Context: an optimization exercise on an open-source flow, tuned for small area and a short achievable clock period. The choices shown serve that exercise and are no tape-out recipe. Only the layout flow was run in this run; the RTL was not checked for function there. Power and IR drop assume default switching activity.

==> flow/design.v <==
package clk_mgmt_pkg;
  localparam int DRP_ADDR_W      = 7;
  localparam int DRP_DATA_W      = 16;
  localparam int DRP_DEPTH       = 128;
  localparam int PS_PHASE_W      = 9;
  localparam int DEF_DRP_LATENCY = 4;
  localparam int DEF_PS_LATENCY  = 12;
  localparam int DEF_PS_PERIOD   = 448;    
  localparam int DEF_LOCK_CYCLES = 64;
  typedef enum logic {
    DRP_IDLE = 1'b0,
    DRP_BUSY = 1'b1
  } drp_state_e;
  typedef enum logic {
    PS_IDLE = 1'b0,
    PS_BUSY = 1'b1
  } ps_state_e;
  function automatic logic [PS_PHASE_W-1:0] ps_next_phase(
    input logic [PS_PHASE_W-1:0] phase,
    input logic                  inc,
    input int                    period
  );
    logic [PS_PHASE_W-1:0] last;
    last = PS_PHASE_W'(period - 1);
    if (inc) ps_next_phase = (phase == last) ? '0 : phase + 1'b1;
    else     ps_next_phase = (phase == '0)   ? last : phase - 1'b1;
  endfunction
endpackage
module mmcm_ps_engine (
  input  logic                  clk_i,
  input  logic                  rst_n_i,
  input  logic                  ps_en_i,
  input  logic                  ps_incdec_i,
  input  logic                  locked_i,
  input  logic                  abort_i,
  output logic                  ps_done_o,
  output logic [clk_mgmt_pkg::PS_PHASE_W-1:0] ps_phase_o,
  output logic                  ps_err_o
);
  localparam int PW = clk_mgmt_pkg::PS_PHASE_W;
  logic          busy_q;
  logic [3:0]    cnt_q;      
  logic          inc_q;
  logic          done_q;
  logic          err_q;
  logic [PW-1:0] phase_q;
  logic          fin;
  logic          kill;
  assign kill = ~rst_n_i | abort_i;
  assign fin  = busy_q & (cnt_q == 4'd10);
  always_ff @(posedge clk_i) begin
    cnt_q  <= busy_q ? cnt_q + 1'b1 : 4'd0;
    if (!busy_q) inc_q <= ps_incdec_i;
    busy_q <= ~kill & (busy_q ? ~fin : (ps_en_i & locked_i));
    done_q <= ~kill & fin;
    err_q  <= rst_n_i & (err_q | (ps_en_i & (abort_i | busy_q | ~locked_i)));
    if (kill)     phase_q <= '0;
    else if (fin) phase_q <= clk_mgmt_pkg::ps_next_phase(phase_q, inc_q, clk_mgmt_pkg::DEF_PS_PERIOD);
  end
  assign ps_done_o  = done_q;
  assign ps_phase_o = phase_q;
  assign ps_err_o   = err_q;
endmodule
module mmcm_drp_ps_responder (
  input  logic                  clk_usb_i,
  input  logic                  reset_n_i,
  input  logic [clk_mgmt_pkg::DRP_ADDR_W-1:0] drp_addr_i,
  input  logic                  drp_den_i,
  input  logic                  drp_dwe_i,
  input  logic [clk_mgmt_pkg::DRP_DATA_W-1:0] drp_din_i,
  output logic [clk_mgmt_pkg::DRP_DATA_W-1:0] drp_dout_o,
  output logic                  drp_drdy_o,
  input  logic                  ps_en_i,
  input  logic                  ps_incdec_i,
  output logic                  ps_done_o,
  output logic [clk_mgmt_pkg::PS_PHASE_W-1:0] ps_phase_o,
  input  logic                  lock_reset_i,
  output logic                  locked_o,
  output logic                  drp_err_o,
  output logic                  ps_err_o
);
  localparam int AW = clk_mgmt_pkg::DRP_ADDR_W;
  localparam int DW = clk_mgmt_pkg::DRP_DATA_W;
  localparam int ND = clk_mgmt_pkg::DRP_DEPTH;
  localparam int RD_GROUPS = 4;                  
  localparam int GW = $clog2(RD_GROUPS);
  localparam int LW = AW - GW;                   
  logic          s1_q, s2_q, s3_q;               
  logic          busy;
  logic          accept;
  logic [AW-1:0] addr_q;
  logic          we_q;
  logic [DW-1:0] din_q;
  logic          rst_q;
  logic [DW-1:0] dout_q;
  logic          drdy_q;
  logic          drp_err_q;
  assign busy   = s1_q | s2_q | s3_q;
  assign accept = reset_n_i & drp_den_i & ~busy;
  always_ff @(posedge clk_usb_i) begin
    s1_q      <= accept;
    s2_q      <= reset_n_i & s1_q;
    s3_q      <= reset_n_i & s2_q;
    drdy_q    <= reset_n_i & s3_q;
    drp_err_q <= reset_n_i & (drp_err_q | (drp_den_i & busy));
    rst_q     <= ~reset_n_i;
    din_q     <= drp_din_i;
    if (!busy) begin
      addr_q <= drp_addr_i;
      we_q   <= drp_dwe_i;
    end
  end
  logic [ND-1:0][DW-1:0] image_q;
  logic [DW-1:0]         wdat;
  logic                  wr;
  assign wr   = s1_q & we_q;
  assign wdat = rst_q ? '0 : din_q;
  always_ff @(posedge clk_usb_i) begin
    for (int w = 0; w < ND; w++) begin
      if (rst_q || (wr && addr_q == AW'(w))) image_q[w] <= wdat;
    end
  end
  logic [RD_GROUPS-1:0][DW-1:0] part_q;
  always_ff @(posedge clk_usb_i) begin
    for (int g = 0; g < RD_GROUPS; g++) begin
      part_q[g] <= image_q[g * (ND / RD_GROUPS) + int'(addr_q[LW-1:0])];
    end
  end
  logic [DW-1:0] rd;
  generate
    if (RD_GROUPS == 1) begin : g_one
      assign rd = part_q[0];
    end else begin : g_sel
      assign rd = part_q[addr_q[AW-1:LW]];
    end
  endgenerate
  always_ff @(posedge clk_usb_i) begin
    dout_q <= (reset_n_i & s3_q & ~we_q) ? rd : '0;
  end
  logic [5:0] lock_cnt_q;
  logic       locked_q;
  logic       lock_clr;
  logic       lock_full;
  assign lock_clr  = ~reset_n_i | lock_reset_i;
  assign lock_full = &lock_cnt_q;
  always_ff @(posedge clk_usb_i) begin
    if (lock_clr) begin
      lock_cnt_q <= '0;
      locked_q   <= 1'b0;
    end else begin
      if (!lock_full) lock_cnt_q <= lock_cnt_q + 1'b1;
      locked_q <= lock_full;
    end
  end
  mmcm_ps_engine u_ps (
    .clk_i       (clk_usb_i),
    .rst_n_i     (reset_n_i),
    .ps_en_i     (ps_en_i),
    .ps_incdec_i (ps_incdec_i),
    .locked_i    (locked_q),
    .abort_i     (lock_reset_i),
    .ps_done_o   (ps_done_o),
    .ps_phase_o  (ps_phase_o),
    .ps_err_o    (ps_err_o)
  );
  assign drp_dout_o = dout_q;
  assign drp_drdy_o = drdy_q;
  assign drp_err_o  = drp_err_q;
  assign locked_o   = locked_q;
endmodule
==> flow/run.sh <==
#!/bin/bash
# synth_recipe.tcl (not shown) runs the flow's synth.tcl, then flattens the netlist and writes it again
# the make line also repeats each setting of config.mk as NAME=value (left out here)
make -C /OpenROAD-flow-scripts/flow DESIGN_CONFIG=/design/flow/config.mk WORK_HOME=/design/flow/orfs CLKGATE_MAP_FILE= SYNTH_SCRIPT=/design/flow/synth_recipe.tcl finish
==> flow/config.mk <==
export PLATFORM = sky130hd
export DESIGN_NAME = mmcm_drp_ps_responder
export DESIGN_NICKNAME = mmcm_drp_ps_responder
export VERILOG_FILES = /design/flow/design.v
export SDC_FILE = /design/flow/constraint.sdc
export NUM_CORES = 4
export LEC_CHECK = 0
export CAP_MARGIN = 20
export CORE_MARGIN = 2
export CORE_UTILIZATION = 30
export SLEW_MARGIN = 20
==> flow/constraint.sdc <==
create_clock -name core_clock -period 6.5 [get_ports {clk_usb_i}]
set_input_delay 1.3000 -clock core_clock [delete_from_list [all_inputs] [get_ports {clk_usb_i}]]
set_output_delay 1.3000 -clock core_clock [all_outputs]
set_load 0.01 [all_outputs]
==> results.txt <==
cell usage after synthesis (6+ instances only):
library cell	instances
o221ai_1	46
nand3_1	7
a2111oi_0	22
o21ai_0	32
mux2_2	41
o22ai_1	105
nor3_1	10
or3_1	6
clkbuf_1	105
nor4_1	35
a221oi_1	19
a21oi_1	28
nand2b_1	9
a211oi_1	32
buf_2	90
mux4_2	354
xnor2_1	7
a2111oi_1	10
buf_6	27
mux2i_1	438
a31o_2	8
nor2b_1	39
nor2_1	211
nand2_1	28
edfxtp_1	2057
inv_1	9
o21bai_1	20
dfxtp_1	125
a21o_1	101
buf_1	22
power groups by stage:
stage	clock, mW	combinational [mW]	sequential, mW
6_report	12.4	3.08	17.1
5_1_grt	13.1	3.24	17.2
4_1_cts	12.6	3.11	17.1
3_5_place_dp	0	3.10	17.4
3_3_place_gp	0	3.07	17.3
2_1_floorplan	0	1.97	17.1
metal layers:
layer / part of all wire / vias up
met5: 0.00015 / -
met2: 0.47 / 1776
met1: 0.43 / 22198
li1: - / 17253
met4: 0.022 / 6
met3: 0.076 / 273
worst max-delay path, stage by stage (launching register included):
cell and delay (ps):
edfxtp_1 400, buf_12 620, nand2b_1 570, or2_2 530, nor2_2 820, a21o_1 780
sequential cells by signal (all words and copies together), names as in the netlist, 4 cells and up:
signal and count:
image_q 2048, part_q 64, din_q 16, dout_q 16
u_ps.phase_q 9, addr_q 7, lock_cnt_q 6, u_ps.cnt_q 4
area by class of cell:
type	count	area, um^2	area share
repair buffers	169	1580	0.0165
diodes	5	12.5	0.000130
flip-flops and latches	2182	64300	0.670
multi-input cells	1676	18300	0.191
inverters	9	33.8	0.000352
clock buffers	265	5610	0.0585
clock inverters	131	1490	0.0155
well taps	3705	4640	0.0483
final timing paths:
path,to,cells past startpoint,slack [ps]
worst max-delay path,image_q[1006],5,2320
worst min-delay path,u_ps.cnt_q[0],1,480
worst max register to register,image_q[1006],5,2320
worst min register to register,u_ps.cnt_q[0],1,480
kinds of logic (layout without fill, tap and decap cells):
family / count (synthesis) / in the layout / synth area share
AO/OA/AOI/OAI: 444 / 444 / 0.0384
XOR/XNOR: 10 / 10 / 0.00105
adder cells (fa/ha/maj): 5 / 5 / 0.000748
buffers and inverters: 260 / 574 / 0.0158
flip-flops: 2182 / 2182 / 0.769
multiplexers: 833 / 833 / 0.153
other: 0 / 5 / 0
AND/OR/NAND/NOR: 384 / 384 / 0.0218
==> impl_metrics.prom <==
# TYPE chip_impl_metric gauge
chip_impl_info{name="cts_tree",value="yes"} 1
chip_impl_info{name="rr_startpoint",value="addr_q[1]"} 1
chip_impl_metric{name="synthesis.instances",unit=""} 4118
chip_impl_metric{name="p_sw",unit="mW"} 7.77
chip_impl_metric{name="htree_levels",unit=""} 4
chip_impl_metric{name="dp_hpwl",unit="mm"} 129
chip_impl_metric{name="met2_grt_util",unit=""} 0.244
chip_impl_metric{name="yosysTopAreaCellShare",unit=""} 0.739
chip_impl_metric{name="irDropWorstVdd",unit="mV"} 0.254
chip_impl_metric{name="setup_viol_count_final",unit=""} 0
chip_impl_metric{name="post_dp_cell_area",unit="mm^2"} 0.0888
chip_impl_metric{name="synth_nets",unit=""} 4153
chip_impl_metric{name="worst_clock_skew",unit="ps"} 64.3
chip_impl_metric{name="yosys.cell_types.count",unit=""} 59
chip_impl_info{name="holdCritStartpoint",value="u_ps.cnt_q[0]"} 1
chip_impl_metric{name="timing.critical_path.arrival",unit="ps"} 4620
chip_impl_metric{name="floorplan.initialDensity",unit=""} 0.302
chip_impl_metric{name="worst_slack_at_placement",unit="ps"} 2240
chip_impl_metric{name="post_drt_wl_per_cell",unit="um"} 27.2
chip_impl_metric{name="initialDrtViolationCount",unit=""} 5276
chip_impl_metric{name="swShare",unit=""} 0.238
chip_impl_metric{name="ctsHoldBuffers",unit=""} 0
chip_impl_metric{name="core_region_area",unit="mm^2"} 0.277
chip_impl_info{name="startpoint",value="addr_q[1]"} 1
chip_impl_metric{name="filler_cell_count",unit=""} 25709
chip_impl_metric{name="design.die.area",unit="mm^2"} 0.283
chip_impl_metric{name="vias_per_cell",unit=""} 5.10
chip_impl_info{name="most_utilized_layer_in_the_global_route_result",value="met2"} 1
chip_impl_info{name="critPathLaunchType",value="register"} 1
chip_impl_info{name="end_kind",value="register"} 1
chip_impl_metric{name="share_of_total_power_in_sequential_cells",unit=""} 0.524
chip_impl_info{name="mostFrequentLayoutCells",value="edfxtp_1 (2057), mux2i_1 (438), mux4_2 (354)"} 1
chip_impl_metric{name="via_count",unit=""} 41506
chip_impl_metric{name="numClockSinks",unit=""} 2182
chip_impl_metric{name="drv_slew",unit=""} 0
chip_impl_metric{name="buffers_inserted_during_post_cts_setup_optimization",unit=""} 0
chip_impl_metric{name="path_max_fanout",unit=""} 114
chip_impl_info{name="most_common_library_cell_in_the_layout_ignoring_fill_and_taps",value="edfxtp_1"} 1
chip_impl_metric{name="port_buffers",unit=""} 59
chip_impl_info{name="synth_largest_area_cell",value="edfxtp_1"} 1
chip_impl_info{name="setup.worst_path.class",value="reg2reg"} 1
chip_impl_metric{name="detail_route.drc_violations",unit=""} 0
chip_impl_metric{name="floorplan.io_pins",unit=""} 60
chip_impl_metric{name="max_cap_viol_count",unit=""} 0
chip_impl_metric{name="num_rows",unit=""} 193
chip_impl_metric{name="die-height",unit="um"} 532
chip_impl_metric{name="synth_seq_area_share",unit=""} 0.769
chip_impl_metric{name="ctsLongestPathBuffers",unit=""} 3
chip_impl_metric{name="clock_power_share",unit=""} 0.382
chip_impl_metric{name="path_clk_slew",unit="ps"} 70
chip_impl_metric{name="yosysWarnings",unit=""} 2
chip_impl_metric{name="die_width",unit="um"} 532
chip_impl_metric{name="leakage_power",unit="nW"} 32.2
chip_impl_metric{name="gp_congestion",unit=""} 0.805
chip_impl_metric{name="yosys_register_bits",unit=""} 2182
chip_impl_metric{name="crit_required",unit="ps"} 6940
chip_impl_metric{name="fmax",unit="MHz"} 239
chip_impl_metric{name="design_area",unit="mm^2"} 0.0960
chip_impl_metric{name="grtUsageMet3",unit=""} 0.0249
chip_impl_metric{name="overall_routing_resource_usage",unit=""} 0.153
chip_impl_info{name="synth_top_cells_by_area",value="edfxtp_1 (74%), mux4_2 (9.5%), mux2i_1 (5.2%), dfxtp_1 (3.0%), nor2_1 (0.95%)"} 1
chip_impl_metric{name="fin_cells",unit=""} 8142
chip_impl_metric{name="grt_pass1_vias",unit=""} 40644
chip_impl_metric{name="global_route.overflow_total",unit=""} 0
chip_impl_metric{name="power",unit="mW"} 32.6
chip_impl_metric{name="number_of_failing_hold_endpoints_at_the_final_stage",unit=""} 0
chip_impl_metric{name="clkLatencyLatePin",unit="ps"} 860
chip_impl_metric{name="fin_ws",unit="ps"} 2320
chip_impl_metric{name="nets",unit=""} 4284
chip_impl_metric{name="power-per-cell-area",unit="mW/mm^2"} 340
chip_impl_metric{name="grt_antenna_before_repair",unit=""} 13
chip_impl_metric{name="placedCellCount",unit=""} 7740
chip_impl_metric{name="worst_max_slew_margin_expressed_relative_to_the_limit",unit=""} 0.226
chip_impl_metric{name="grt_max_degree",unit=""} 139
chip_impl_metric{name="postCtsResizedCells",unit=""} 0
chip_impl_info{name="timing.hold.worst.class",value="reg2reg"} 1
chip_impl_metric{name="post_synth_edffs",unit=""} 2057
chip_impl_info{name="cts_root_buffer",value="clkbuf_16"} 1
chip_impl_info{name="status",value="timing/DRC/antenna clean"} 1
chip_impl_metric{name="post_route_cells_drive_above_1_share",unit=""} 0.201
chip_impl_metric{name="drt_pre_antenna_iters",unit=""} 5
chip_impl_metric{name="totalWireLength",unit="mm"} 222
chip_impl_metric{name="synth_area_per_cell",unit="um^2"} 20.3
chip_impl_metric{name="cts_buffers",unit=""} 211
chip_impl_metric{name="layout.core_utilization",unit=""} 0.347
chip_impl_metric{name="netlist_area",unit="mm^2"} 0.0836
chip_impl_metric{name="grt_pass1_wl",unit="mm"} 314
chip_impl_metric{name="power.internal",unit="mW"} 24.8
chip_impl_metric{name="pwr-share-comb",unit=""} 0.094
chip_impl_metric{name="post-route-period-util",unit=""} 0.643
chip_impl_metric{name="area_delta_synth_final",unit="%"} 14.8
chip_impl_metric{name="setup_tns",unit="ps"} 0
chip_impl_metric{name="fin_hold_ws",unit="ps"} 482
chip_impl_info{name="unrepaired_setup_endpoints_after_global_routing",value="false"} 1
chip_impl_info{name="synth-main-ff-cell",value="edfxtp_1"} 1
chip_impl_metric{name="asr_flop_ratio_synth",unit=""} 0
chip_impl_metric{name="grt.met1_usage",unit=""} 0.219
chip_impl_metric{name="timing_worst_slew_pin_value",unit="ps"} 1160
chip_impl_metric{name="finalWorstPathRequiredPeriod",unit="ps"} 4180
chip_impl_metric{name="final_antenna_net_count",unit=""} 0

static timing again, ports no longer ideal:
Ports are ideal in the flow. The routed layout listed here was re-timed in OpenROAD. Step 1 sets driving cells, clkbuf_16 on the clock port and buf_2 on the other inputs (assumed; they add their load-dependent delay and slew). Step 2 also shifts input and output timing later by t, the mid clock arrival at the registers, as if the neighbouring blocks saw the same clock. Three values: ideal ports, drivers, drivers and shift; two values: the first two.
shift t [ns]: 0.923
setup WS [ns]: 2.320 / 2.320 / 2.320
slew at the worst register clock pin (ns): 0.07 / 0.07
After both steps this run still meets setup and hold. The setup slack of this run moves by 0.000 ns with the drivers and by 0.000 ns with both steps.
